This is an optimization exercise on Yosys and OpenROAD, whose aim is small area and a short achievable clock period, not a production implementation. The clock port is modelled as an ideal driver; clocking choices that lean on that would not hold on a real chip.

Setup of v3:
==> module cic_interpolator, before the edit <==
module cic_interpolator (
  input  logic                clock,
  input  logic                reset_n,
  input  logic [5:0]          interpolation,
  input  logic                clear_underflow,
  output logic                underflow,
  input  logic                out_strobe,
  input  logic                in_valid,
  input  logic signed [17:0]  in_data,
  output logic                in_ready,
  output logic                out_valid,
  output logic signed [17:0]  out_data
);
  localparam int AW   = cic_pkg::ACC_WIDTH;
  localparam int KIND = 0;
  logic [5:0]          phase_q;
  logic                phase_nz_q;
  logic [17:0]         sample0_q, sample1_q;
  logic [18:0]         comb_last1_q;
  logic [19:0]         comb2_q, comb_last2_q;
  logic [20:0]         comb3_q, comb_last3_q;
  logic [21:0]         comb4_q, comb_last4_q;
  logic [21:0]         integ1_q;
  logic [AW-1:0]       integ2_q, integ3_q, integ4_q, integ5_q;
  logic [17:0]         out_slice_q;
  logic [2:0]          out_carry_q;
  logic                out_valid_q;
  logic                underflow_q;
  logic                load_tick;
  logic                wrap;
  logic [17:0]         x;
  logic [18:0]         comb1;
  logic [19:0]         csa_s, csa_c;
  logic [19:0]         comb2_d;
  logic [20:0]         comb3_d;
  logic [21:0]         comb4_d;
  logic [AW-1:0]       sum2, sum3, sum4, sum5;
  logic [2:0]          slice_sel;
  logic [17:0]         slice;
  logic                rnd_bit;
  assign load_tick = out_strobe && !phase_nz_q;
  assign x         = in_valid ? in_data : 18'd0;
  assign wrap      = ({1'b0, phase_q} + 7'd1) >= {1'b0, interpolation};
  cic_add #(.W(19), .KIND(KIND)) u_comb1 (
    .a({sample0_q[17], sample0_q}), .b(~{sample1_q[17], sample1_q}), .ci(1'b1), .s(comb1));
  always_comb begin
    logic [19:0] a, b, c;
    a = {{2{sample0_q[17]}}, sample0_q};
    b = ~{{2{sample1_q[17]}}, sample1_q};
    c = ~{comb_last1_q[18], comb_last1_q};
    csa_s = a ^ b ^ c;
    csa_c = {(a[18:0] & b[18:0]) | (a[18:0] & c[18:0]) | (b[18:0] & c[18:0]), 1'b1};
  end
  cic_add #(.W(20), .KIND(KIND)) u_comb2 (.a(csa_s), .b(csa_c), .ci(1'b1), .s(comb2_d));
  cic_add #(.W(21), .KIND(KIND)) u_comb3 (
    .a({comb2_q[19], comb2_q}), .b(~{comb_last2_q[19], comb_last2_q}), .ci(1'b1), .s(comb3_d));
  cic_add #(.W(22), .KIND(KIND)) u_comb4 (
    .a({comb3_q[20], comb3_q}), .b(~{comb_last3_q[20], comb_last3_q}), .ci(1'b1), .s(comb4_d));
  cic_add #(.W(AW), .KIND(KIND)) u_add2 (
    .a(integ2_q), .b({{(AW-22){integ1_q[21]}}, integ1_q}), .ci(1'b0), .s(sum2));
  cic_add #(.W(AW), .KIND(KIND)) u_add3 (.a(integ3_q), .b(integ2_q), .ci(1'b0), .s(sum3));
  cic_add #(.W(AW), .KIND(KIND)) u_add4 (.a(integ4_q), .b(integ3_q), .ci(1'b0), .s(sum4));
  cic_add #(.W(AW), .KIND(KIND)) u_add5 (.a(integ5_q), .b(integ4_q), .ci(1'b0), .s(sum5));
  always_comb begin
    if (interpolation < 6'd2 || interpolation > 6'd40) slice_sel = 3'd5;
    else if (interpolation <= 6'd2)  slice_sel = 3'd0;
    else if (interpolation <= 6'd4)  slice_sel = 3'd1;
    else if (interpolation <= 6'd8)  slice_sel = 3'd2;
    else if (interpolation <= 6'd16) slice_sel = 3'd3;
    else if (interpolation <= 6'd32) slice_sel = 3'd4;
    else                             slice_sel = 3'd5;
  end
  cic_round u_round (
    .acc     (integ5_q),
    .sel     (slice_sel),
    .slice   (slice),
    .rnd_bit (rnd_bit)
  );
  always_ff @(posedge clock or negedge reset_n) begin
    if (!reset_n) begin
      phase_q      <= '0;
      phase_nz_q   <= 1'b0;
      sample0_q    <= '0;
      sample1_q    <= '0;
      comb_last1_q <= '0;
      comb2_q      <= '0;
      comb_last2_q <= '0;
      comb3_q      <= '0;
      comb_last3_q <= '0;
      comb4_q      <= '0;
      comb_last4_q <= '0;
      integ1_q     <= '0;
      integ2_q     <= '0;
      integ3_q     <= '0;
      integ4_q     <= '0;
      integ5_q     <= '0;
      out_valid_q  <= 1'b0;
      underflow_q  <= 1'b0;
    end else begin
      if (out_strobe) begin
        phase_q    <= wrap ? 6'd0 : phase_q + 6'd1;
        phase_nz_q <= !wrap;
        integ2_q   <= sum2;
        integ3_q   <= sum3;
        integ4_q   <= sum4;
        integ5_q   <= sum5;
      end
      if (load_tick) begin
        sample0_q    <= x;
        sample1_q    <= sample0_q;
        comb_last1_q <= comb1;
        comb2_q      <= comb2_d;
        comb_last2_q <= comb2_q;
        comb3_q      <= comb3_d;
        comb_last3_q <= comb3_q;
        comb4_q      <= comb4_d;
        comb_last4_q <= comb4_q;
        integ1_q     <= comb_last4_q;
      end
      out_valid_q <= out_strobe;
      if (load_tick && !in_valid) underflow_q <= 1'b1;
      else if (clear_underflow)   underflow_q <= 1'b0;
    end
  end
  always_ff @(posedge clock) begin
    out_slice_q    <= slice;
    out_carry_q[0] <= rnd_bit;
    out_carry_q[1] <= rnd_bit & (&slice[5:0]);
    out_carry_q[2] <= rnd_bit & (&slice[11:0]);
  end
  assign in_ready  = load_tick;
  assign out_valid = out_valid_q;
  assign out_data  = {out_slice_q[17:12] + 6'(out_carry_q[2]),
                      out_slice_q[11:6]  + 6'(out_carry_q[1]),
                      out_slice_q[5:0]   + 6'(out_carry_q[0])};
  assign underflow = underflow_q;
endmodule
make LEC_CHECK=0 CAP_MARGIN=20 CORE_MARGIN=2 CORE_UTILIZATION=40 PLACE_DENSITY=0.6 SETUP_SLACK_MARGIN=3.2 SLEW_MARGIN=20 finish   # period 6.5 ns
run.sh (not shown) runs the stock make flow with config.mk's settings and CLKGATE_MAP_FILE= SYNTH_SCRIPT=/design/flow/synth_recipe.tcl, a recipe that flattens the netlist after the stock synthesis.
Input-level comparison between v21 and v3:
diff --git a/flow/design.v b/flow/design.v
--- a/flow/design.v
+++ b/flow/design.v
@@ -129,52 +129,43 @@
   input  logic signed [17:0]  in_data,
   output logic                in_ready,
   output logic                out_valid,
   output logic signed [17:0]  out_data
 );
   localparam int AW   = cic_pkg::ACC_WIDTH;
-  localparam int KIND = 0;
+  localparam int KIND = 1;
   logic [5:0]          phase_q;
   logic                phase_nz_q;
-  logic [17:0]         sample0_q, sample1_q;
-  logic [18:0]         comb_last1_q;
+  logic [17:0]         comb_last0_q;
+  logic [18:0]         comb1_q, comb_last1_q;
   logic [19:0]         comb2_q, comb_last2_q;
   logic [20:0]         comb3_q, comb_last3_q;
   logic [21:0]         comb4_q, comb_last4_q;
   logic [21:0]         integ1_q;
   logic [AW-1:0]       integ2_q, integ3_q, integ4_q, integ5_q;
-  logic [17:0]         out_slice_q;
-  logic [2:0]          out_carry_q;
+  logic [17:0]         out_data_q;
   logic                out_valid_q;
   logic                underflow_q;
   logic                load_tick;
   logic                wrap;
   logic [17:0]         x;
-  logic [18:0]         comb1;
-  logic [19:0]         csa_s, csa_c;
+  logic [18:0]         comb1_d;
   logic [19:0]         comb2_d;
   logic [20:0]         comb3_d;
   logic [21:0]         comb4_d;
   logic [AW-1:0]       sum2, sum3, sum4, sum5;
   logic [2:0]          slice_sel;
   logic [17:0]         slice;
   logic                rnd_bit;
   assign load_tick = out_strobe && !phase_nz_q;
   assign x         = in_valid ? in_data : 18'd0;
   assign wrap      = ({1'b0, phase_q} + 7'd1) >= {1'b0, interpolation};
   cic_add #(.W(19), .KIND(KIND)) u_comb1 (
-    .a({sample0_q[17], sample0_q}), .b(~{sample1_q[17], sample1_q}), .ci(1'b1), .s(comb1));
-  always_comb begin
-    logic [19:0] a, b, c;
-    a = {{2{sample0_q[17]}}, sample0_q};
-    b = ~{{2{sample1_q[17]}}, sample1_q};
-    c = ~{comb_last1_q[18], comb_last1_q};
-    csa_s = a ^ b ^ c;
-    csa_c = {(a[18:0] & b[18:0]) | (a[18:0] & c[18:0]) | (b[18:0] & c[18:0]), 1'b1};
-  end
-  cic_add #(.W(20), .KIND(KIND)) u_comb2 (.a(csa_s), .b(csa_c), .ci(1'b1), .s(comb2_d));
+    .a({x[17], x}), .b(~{comb_last0_q[17], comb_last0_q}), .ci(1'b1), .s(comb1_d));
+  cic_add #(.W(20), .KIND(KIND)) u_comb2 (
+    .a({comb1_q[18], comb1_q}), .b(~{comb_last1_q[18], comb_last1_q}), .ci(1'b1), .s(comb2_d));
   cic_add #(.W(21), .KIND(KIND)) u_comb3 (
     .a({comb2_q[19], comb2_q}), .b(~{comb_last2_q[19], comb_last2_q}), .ci(1'b1), .s(comb3_d));
   cic_add #(.W(22), .KIND(KIND)) u_comb4 (
     .a({comb3_q[20], comb3_q}), .b(~{comb_last3_q[20], comb_last3_q}), .ci(1'b1), .s(comb4_d));
   cic_add #(.W(AW), .KIND(KIND)) u_add2 (
     .a(integ2_q), .b({{(AW-22){integ1_q[21]}}, integ1_q}), .ci(1'b0), .s(sum2));
@@ -197,14 +188,14 @@
     .rnd_bit (rnd_bit)
   );
   always_ff @(posedge clock or negedge reset_n) begin
     if (!reset_n) begin
       phase_q      <= '0;
       phase_nz_q   <= 1'b0;
-      sample0_q    <= '0;
-      sample1_q    <= '0;
+      comb_last0_q <= '0;
+      comb1_q      <= '0;
       comb_last1_q <= '0;
       comb2_q      <= '0;
       comb_last2_q <= '0;
       comb3_q      <= '0;
       comb_last3_q <= '0;
       comb4_q      <= '0;
@@ -223,15 +214,15 @@
         integ2_q   <= sum2;
         integ3_q   <= sum3;
         integ4_q   <= sum4;
         integ5_q   <= sum5;
       end
       if (load_tick) begin
-        sample0_q    <= x;
-        sample1_q    <= sample0_q;
-        comb_last1_q <= comb1;
+        comb_last0_q <= x;
+        comb1_q      <= comb1_d;
+        comb_last1_q <= comb1_q;
         comb2_q      <= comb2_d;
         comb_last2_q <= comb2_q;
         comb3_q      <= comb3_d;
         comb_last3_q <= comb3_q;
         comb4_q      <= comb4_d;
         comb_last4_q <= comb4_q;
@@ -240,18 +231,13 @@
       out_valid_q <= out_strobe;
       if (load_tick && !in_valid) underflow_q <= 1'b1;
       else if (clear_underflow)   underflow_q <= 1'b0;
     end
   end
   always_ff @(posedge clock) begin
-    out_slice_q    <= slice;
-    out_carry_q[0] <= rnd_bit;
-    out_carry_q[1] <= rnd_bit & (&slice[5:0]);
-    out_carry_q[2] <= rnd_bit & (&slice[11:0]);
+    out_data_q <= slice + 18'(rnd_bit);
   end
   assign in_ready  = load_tick;
   assign out_valid = out_valid_q;
-  assign out_data  = {out_slice_q[17:12] + 6'(out_carry_q[2]),
-                      out_slice_q[11:6]  + 6'(out_carry_q[1]),
-                      out_slice_q[5:0]   + 6'(out_carry_q[0])};
+  assign out_data  = out_data_q;
   assign underflow = underflow_q;
 endmodule
--- outcome ---
Lower share of the cycle needed by the critical path after routing among v3 and v21: v21
Delta (v21 minus v3): synthesized cell area saw an increase; post-route minimum period saw a decrease; xor/xnor cell area share of the yosys netlist saw an increase.
Count of placed standard cells including taps in v21 is 12% higher than in v3
[v21 vs v3] pre-CTS setup slack: lower in v21
Higher signed area change from the synthesized netlist to the final layout was reported by v21, not v3.
Of the two values seen for dominant combinational cell family by area after synthesis, compound AO/OA/AOI/OAI gates was produced by v21 and adder cells by v3.
Die area | v21 > v3
Between v3 and v21, the flow reports design area increasing by a little under 10%.
Of v3 and v21, the lower smallest setup slack after layout belongs to v3.
Of the two values seen for start point of the critical path, integ4_q[15]$_DFFE_PN0P_ was produced by v3 and integ2_q[16]$_DFFE_PN0P_ by v21.
No functional check of the RTL was part of any run of this note.


## 08-18
cic_interpolator, a different RTL version from the one above (not shown whole).
For scale: roughly 3,300 cells after synthesis, ~410 flip-flops, roughly 50 I/O pins, roughly 26,000 sq um of cells after synthesis.
==> module cic_interpolator, before the edit <==
module cic_interpolator (
  input  logic                clock,
  input  logic                reset_n,
  input  logic [5:0]          interpolation,
  input  logic                clear_underflow,
  output logic                underflow,
  input  logic                out_strobe,
  input  logic                in_valid,
  input  logic signed [17:0]  in_data,
  output logic                in_ready,
  output logic                out_valid,
  output logic signed [17:0]  out_data
);
  localparam int AW   = cic_pkg::ACC_WIDTH;
  localparam int KIND  = 0;   
  localparam int AKIND = 2;   
  logic [5:0]          phase_q;
  logic                phase_nz_q;
  logic                phase_zero_q;      
  logic [17:0]         sample0_q, sample1_q;
  logic [18:0]         comb_last1_q;
  logic [19:0]         comb2_q, comb_last2_q;
  logic [20:0]         comb3_q, comb_last3_q;
  logic [21:0]         comb4_q, comb_last4_q;
  logic [21:0]         integ1_q;
  logic [AW-1:0]       integ2_q, integ3_q, integ4_q, integ5_q;
  logic [17:0]         out_slice_q;
  logic [5:0]          out_carry_q;
  logic                out_valid_q;
  logic                underflow_q;
  logic                load_tick;
  logic                wrap;
  logic [17:0]         x;
  logic [18:0]         comb1;
  logic [19:0]         csa_s, csa_c;
  logic [19:0]         comb2_d;
  logic [20:0]         comb3_d;
  logic [21:0]         comb4_d;
  logic [AW-1:0]       integ2_d, integ3_d, integ4_d, integ5_d;
  logic [2:0]          slice_sel;
  logic [17:0]         slice;
  logic                rnd_bit;
  assign load_tick = out_strobe && !phase_nz_q;
  assign x         = in_valid ? in_data : 18'd0;
  assign wrap      = ({1'b0, phase_q} + 7'd1) >= {1'b0, interpolation};
  cic_add #(.W(19), .KIND(KIND)) u_comb1 (
    .a({sample0_q[17], sample0_q}), .b(~{sample1_q[17], sample1_q}), .ci(1'b1), .s(comb1));
  always_comb begin
    logic [19:0] a, b, c;
    a = {{2{sample0_q[17]}}, sample0_q};
    b = ~{{2{sample1_q[17]}}, sample1_q};
    c = ~{comb_last1_q[18], comb_last1_q};
    csa_s = a ^ b ^ c;
    csa_c = {(a[18:0] & b[18:0]) | (a[18:0] & c[18:0]) | (b[18:0] & c[18:0]), 1'b1};
  end
  cic_add #(.W(20), .KIND(1)) u_comb2 (.a(csa_s), .b(csa_c), .ci(1'b1), .s(comb2_d));
  cic_add #(.W(21), .KIND(KIND)) u_comb3 (
    .a({comb2_q[19], comb2_q}), .b(~{comb_last2_q[19], comb_last2_q}), .ci(1'b1), .s(comb3_d));
  cic_add #(.W(22), .KIND(KIND)) u_comb4 (
    .a({comb3_q[20], comb3_q}), .b(~{comb_last3_q[20], comb_last3_q}), .ci(1'b1), .s(comb4_d));
  cic_acc #(.W(AW), .KIND(AKIND)) u_acc2 (
    .a(integ2_q), .b({{(AW-22){integ1_q[21]}}, integ1_q}), .en(out_strobe), .d(integ2_d));
  cic_acc #(.W(AW), .KIND(AKIND)) u_acc3 (.a(integ3_q), .b(integ2_q), .en(out_strobe), .d(integ3_d));
  cic_acc #(.W(AW), .KIND(AKIND)) u_acc4 (.a(integ4_q), .b(integ3_q), .en(out_strobe), .d(integ4_d));
  cic_acc #(.W(AW), .KIND(AKIND)) u_acc5 (.a(integ5_q), .b(integ4_q), .en(out_strobe), .d(integ5_d));
  always_comb begin
    if (interpolation < 6'd2 || interpolation > 6'd40) slice_sel = 3'd5;
    else if (interpolation <= 6'd2)  slice_sel = 3'd0;
    else if (interpolation <= 6'd4)  slice_sel = 3'd1;
    else if (interpolation <= 6'd8)  slice_sel = 3'd2;
    else if (interpolation <= 6'd16) slice_sel = 3'd3;
    else if (interpolation <= 6'd32) slice_sel = 3'd4;
    else                             slice_sel = 3'd5;
  end
  cic_round u_round (
    .acc     (integ5_q),
    .sel     (slice_sel),
    .slice   (slice),
    .rnd_bit (rnd_bit)
  );
  always_ff @(posedge clock or negedge reset_n) begin
    if (!reset_n) begin
      phase_q      <= '0;
      phase_nz_q   <= 1'b0;
      phase_zero_q <= 1'b1;
      sample0_q    <= '0;
      sample1_q    <= '0;
      comb_last1_q <= '0;
      comb2_q      <= '0;
      comb_last2_q <= '0;
      comb3_q      <= '0;
      comb_last3_q <= '0;
      comb4_q      <= '0;
      comb_last4_q <= '0;
      integ1_q     <= '0;
      integ2_q     <= '0;
      integ3_q     <= '0;
      integ4_q     <= '0;
      integ5_q     <= '0;
      out_valid_q  <= 1'b0;
      underflow_q  <= 1'b0;
    end else begin
      if (out_strobe) begin
        phase_q    <= wrap ? 6'd0 : phase_q + 6'd1;
        phase_nz_q   <= !wrap;
        phase_zero_q <= wrap;
      end
      integ2_q <= integ2_d;
      integ3_q <= integ3_d;
      integ4_q <= integ4_d;
      integ5_q <= integ5_d;
      if (load_tick) begin
        sample0_q    <= x;
        sample1_q    <= sample0_q;
        comb_last1_q <= comb1;
        comb2_q      <= comb2_d;
        comb_last2_q <= comb2_q;
        comb3_q      <= comb3_d;
        comb_last3_q <= comb3_q;
        comb4_q      <= comb4_d;
        comb_last4_q <= comb4_q;
        integ1_q     <= comb_last4_q;
      end
      out_valid_q <= out_strobe;
      if (load_tick && !in_valid) underflow_q <= 1'b1;
      else if (clear_underflow)   underflow_q <= 1'b0;
    end
  end
  always_ff @(posedge clock) begin
    out_slice_q    <= slice;
    out_carry_q[0] <= rnd_bit;
    out_carry_q[1] <= rnd_bit & (&slice[2:0]);
    out_carry_q[2] <= rnd_bit & (&slice[5:0]);
    out_carry_q[3] <= rnd_bit & (&slice[8:0]);
    out_carry_q[4] <= rnd_bit & (&slice[11:0]);
    out_carry_q[5] <= rnd_bit & (&slice[14:0]);
  end
  assign in_ready  = out_strobe && phase_zero_q;
  assign out_valid = out_valid_q;
  assign out_data  = {out_slice_q[17:15] + 3'(out_carry_q[5]),
                      out_slice_q[14:12] + 3'(out_carry_q[4]),
                      out_slice_q[11:9]  + 3'(out_carry_q[3]),
                      out_slice_q[8:6]   + 3'(out_carry_q[2]),
                      out_slice_q[5:3]   + 3'(out_carry_q[1]),
                      out_slice_q[2:0]   + 3'(out_carry_q[0])};
  assign underflow = underflow_q;
endmodule
==> flow/config.mk <==
export PLATFORM = sky130hd
export DESIGN_NAME = cic_interpolator
export DESIGN_NICKNAME = cic_interpolator
export VERILOG_FILES = /design/flow/design.v
export SDC_FILE = /design/flow/constraint.sdc
export NUM_CORES = 4
export LEC_CHECK = 0
export ABC_AREA = 1
export CAP_MARGIN = 20
export CORE_MARGIN = 2
export CORE_UTILIZATION = 60
export PLACE_DENSITY = 0.7
export SETUP_SLACK_MARGIN = 3.5
export SLEW_MARGIN = 20
==> flow/constraint.sdc <==
create_clock -name core_clock -period 6.5 [get_ports {clock}]
set_input_delay 1.3000 -clock core_clock [delete_from_list [all_inputs] [get_ports {clock}]]
set_output_delay 1.3000 -clock core_clock [all_outputs]
set_load 0.01 [all_outputs]
standard.sh (not shown) runs the stock make flow with config.mk's settings and CLKGATE_MAP_FILE= SYNTH_SCRIPT=/design/flow/synth_recipe.tcl, a recipe that flattens the netlist after the stock synthesis.
==> flow/flow/run.sh <==
#!/bin/bash
# Standard ORFS layout (the standard.sh) with these changes:
#  - synthesis maps with flow/abc_area.script, ORFS's abc_area.script
#    without its "buffer -c" step (placement-time repair buffers instead);
#    ORFS's scripts are copied to scripts_mod/ with only that file replaced
#  - clock tree synthesis without dummy loads, with clkbuf_8 buffers and
#    sink clusters of up to 14 flip-flops
#  - buf_2 as the port buffer
#  - a tighter internal repair target on in_ready (flow/pre_cts.tcl)
# Make's output goes to flow_make.log.
set -euo pipefail
rm -rf scripts_mod
cp -r "$FLOW_HOME/scripts" scripts_mod
cp flow/abc_area.script scripts_mod/abc_area.script
bash standard.sh \
  "SCRIPTS_DIR=$PWD/scripts_mod" \
  "CTS_ARGS=-sink_clustering_enable -repair_clock_nets -dont_use_dummy_load -sink_clustering_size 14 -sink_clustering_max_diameter 60 -buf_list sky130_fd_sc_hd__clkbuf_8" \
  "BUFFER_PORTS_ARGS=-buffer_cell sky130_fd_sc_hd__buf_2" \
  "PRE_CTS_TCL=$PWD/flow/pre_cts.tcl" \
  finish > flow_make.log 2>&1
==> flow/flow/abc_area.script <==
strash
dch
map -B 0.9
topo
stime -c
upsize -c
dnsize -c
==> flow/flow/pre_cts.tcl <==
set_output_delay 1.65 -clock [get_clocks core_clock] [get_ports in_ready]
08-18 finished every step from synthesis to the final layout, and the layout passed the timing, design-rule and antenna checks.
Relative to 08-18, the following input files were edited for 02-07:
==> flow/design.v, changed modules only <==
module cic_interpolator (
  input  logic                clock,
  input  logic                reset_n,
  input  logic [5:0]          interpolation,
  input  logic                clear_underflow,
  output logic                underflow,
  input  logic                out_strobe,
  input  logic                in_valid,
  input  logic signed [17:0]  in_data,
  output logic                in_ready,
  output logic                out_valid,
  output logic signed [17:0]  out_data
);
  localparam int AW   = cic_pkg::ACC_WIDTH;
  localparam int KIND  = 0;   
  localparam int AKIND = 2;   
  logic [5:0]          phase_q;
  logic                phase_nz_q;
  logic                phase_zero_q;      
  logic [17:0]         comb_last0_q;
  logic [18:0]         comb1_q, comb_last1_q;
  logic [19:0]         comb2_q, comb_last2_q;
  logic [20:0]         comb3_q, comb_last3_q;
  logic [21:0]         comb4_q, comb_last4_q;
  logic [21:0]         integ1_q;
  logic [AW-1:0]       integ2_q, integ3_q, integ4_q, integ5_q;
  logic [17:0]         out_slice_q;
  logic [5:0]          out_carry_q;
  logic                out_valid_q;
  logic                underflow_q;
  logic                load_tick;
  logic                wrap;
  logic [17:0]         x;
  logic [18:0]         comb1_d;
  logic [19:0]         comb2_d;
  logic [20:0]         comb3_d;
  logic [21:0]         comb4_d;
  logic [AW-1:0]       integ2_d, integ3_d, integ4_d, integ5_d;
  logic [2:0]          slice_sel;
  logic [17:0]         slice;
  logic                rnd_bit;
  assign load_tick = out_strobe && !phase_nz_q;
  assign x         = in_valid ? in_data : 18'd0;
  assign wrap      = ({1'b0, phase_q} + 7'd1) >= {1'b0, interpolation};
  cic_add #(.W(19), .KIND(KIND)) u_comb1 (
    .a({x[17], x}), .b(~{comb_last0_q[17], comb_last0_q}), .ci(1'b1), .s(comb1_d));
  cic_add #(.W(20), .KIND(KIND)) u_comb2 (
    .a({comb1_q[18], comb1_q}), .b(~{comb_last1_q[18], comb_last1_q}), .ci(1'b1), .s(comb2_d));
  cic_add #(.W(21), .KIND(KIND)) u_comb3 (
    .a({comb2_q[19], comb2_q}), .b(~{comb_last2_q[19], comb_last2_q}), .ci(1'b1), .s(comb3_d));
  cic_add #(.W(22), .KIND(KIND)) u_comb4 (
    .a({comb3_q[20], comb3_q}), .b(~{comb_last3_q[20], comb_last3_q}), .ci(1'b1), .s(comb4_d));
  cic_acc #(.W(AW), .KIND(AKIND)) u_acc2 (
    .a(integ2_q), .b({{(AW-22){integ1_q[21]}}, integ1_q}), .en(out_strobe), .d(integ2_d));
  cic_acc #(.W(AW), .KIND(AKIND)) u_acc3 (.a(integ3_q), .b(integ2_q), .en(out_strobe), .d(integ3_d));
  cic_acc #(.W(AW), .KIND(AKIND)) u_acc4 (.a(integ4_q), .b(integ3_q), .en(out_strobe), .d(integ4_d));
  cic_acc #(.W(AW), .KIND(AKIND)) u_acc5 (.a(integ5_q), .b(integ4_q), .en(out_strobe), .d(integ5_d));
  always_comb begin
    if (interpolation < 6'd2 || interpolation > 6'd40) slice_sel = 3'd5;
    else if (interpolation <= 6'd2)  slice_sel = 3'd0;
    else if (interpolation <= 6'd4)  slice_sel = 3'd1;
    else if (interpolation <= 6'd8)  slice_sel = 3'd2;
    else if (interpolation <= 6'd16) slice_sel = 3'd3;
    else if (interpolation <= 6'd32) slice_sel = 3'd4;
    else                             slice_sel = 3'd5;
  end
  cic_round u_round (
    .acc     (integ5_q),
    .sel     (slice_sel),
    .slice   (slice),
    .rnd_bit (rnd_bit)
  );
  always_ff @(posedge clock or negedge reset_n) begin
    if (!reset_n) begin
      phase_q      <= '0;
      phase_nz_q   <= 1'b0;
      phase_zero_q <= 1'b1;
      comb_last0_q <= '0;
      comb1_q      <= '0;
      comb_last1_q <= '0;
      comb2_q      <= '0;
      comb_last2_q <= '0;
      comb3_q      <= '0;
      comb_last3_q <= '0;
      comb4_q      <= '0;
      comb_last4_q <= '0;
      integ1_q     <= '0;
      integ2_q     <= '0;
      integ3_q     <= '0;
      integ4_q     <= '0;
      integ5_q     <= '0;
      out_valid_q  <= 1'b0;
      underflow_q  <= 1'b0;
    end else begin
      if (out_strobe) begin
        phase_q    <= wrap ? 6'd0 : phase_q + 6'd1;
        phase_nz_q   <= !wrap;
        phase_zero_q <= wrap;
      end
      integ2_q <= integ2_d;
      integ3_q <= integ3_d;
      integ4_q <= integ4_d;
      integ5_q <= integ5_d;
      if (load_tick) begin
        comb_last0_q <= x;
        comb1_q      <= comb1_d;
        comb_last1_q <= comb1_q;
        comb2_q      <= comb2_d;
        comb_last2_q <= comb2_q;
        comb3_q      <= comb3_d;
        comb_last3_q <= comb3_q;
        comb4_q      <= comb4_d;
        comb_last4_q <= comb4_q;
        integ1_q     <= comb_last4_q;
      end
      out_valid_q <= out_strobe;
      if (load_tick && !in_valid) underflow_q <= 1'b1;
      else if (clear_underflow)   underflow_q <= 1'b0;
    end
  end
  always_ff @(posedge clock) begin
    out_slice_q    <= slice;
    out_carry_q[0] <= rnd_bit;
    out_carry_q[1] <= rnd_bit & (&slice[2:0]);
    out_carry_q[2] <= rnd_bit & (&slice[5:0]);
    out_carry_q[3] <= rnd_bit & (&slice[8:0]);
    out_carry_q[4] <= rnd_bit & (&slice[11:0]);
    out_carry_q[5] <= rnd_bit & (&slice[14:0]);
  end
  assign in_ready  = out_strobe && phase_zero_q;
  assign out_valid = out_valid_q;
  assign out_data  = {out_slice_q[17:15] + 3'(out_carry_q[5]),
                      out_slice_q[14:12] + 3'(out_carry_q[4]),
                      out_slice_q[11:9]  + 3'(out_carry_q[3]),
                      out_slice_q[8:6]   + 3'(out_carry_q[2]),
                      out_slice_q[5:3]   + 3'(out_carry_q[1]),
                      out_slice_q[2:0]   + 3'(out_carry_q[0])};
  assign underflow = underflow_q;
endmodule
--- outcome ---
- 02-07: flow completed, timing, DRC and antenna clean
- Looking at via count, 02-07 sits 669 lower than 08-18 does.
- The worst path setup slack after routing of 08-18 and that of 02-07 are within noise of each other.
- [compare] base=08-18 new=02-07: register cell area after layout closely matched the old numbers; initial core utilization down 0.65 points.
- Summary of 02-07 over 08-18: async set-reset flop share out of synthesis closely matched the old numbers; total number of tap cells held.
No functional check of the RTL was part of any run of this note.

==> static timing again, ports no longer ideal <==
The results above use ideal ports. As a check the final layouts listed here were re-extracted and re-timed, cells and wires unchanged. Step 1 assumes that a clkbuf_16 drives the clock port and a buf_2 every other input. Step 2 also shifts input and output timing later by t, the mid clock arrival at the registers, as if the neighbouring blocks saw the same clock. Slacks: ideal / step 1 / step 2; pairs: ideal / step 1.
| run | t, ns | setup slack, ns | worst setup path at the end | slew at the worst register clock pin (ns) | pins driven straight from the clock port |
|---|---|---|---|---|---|
| v3 | 0.645 | 3.101 / 3.101 / 2.741 | input to register | 0.07 / 0.07 | 1 |
| v21 | 0.649 | 3.170 / 3.077 / 2.612 | input to register | 0.06 / 0.06 | 1 |
After both steps setup and hold are still met in every run listed. For v21, which loses most, drivers alone change the setup slack by -0.093 ns; drivers and shift together by -0.558 ns.
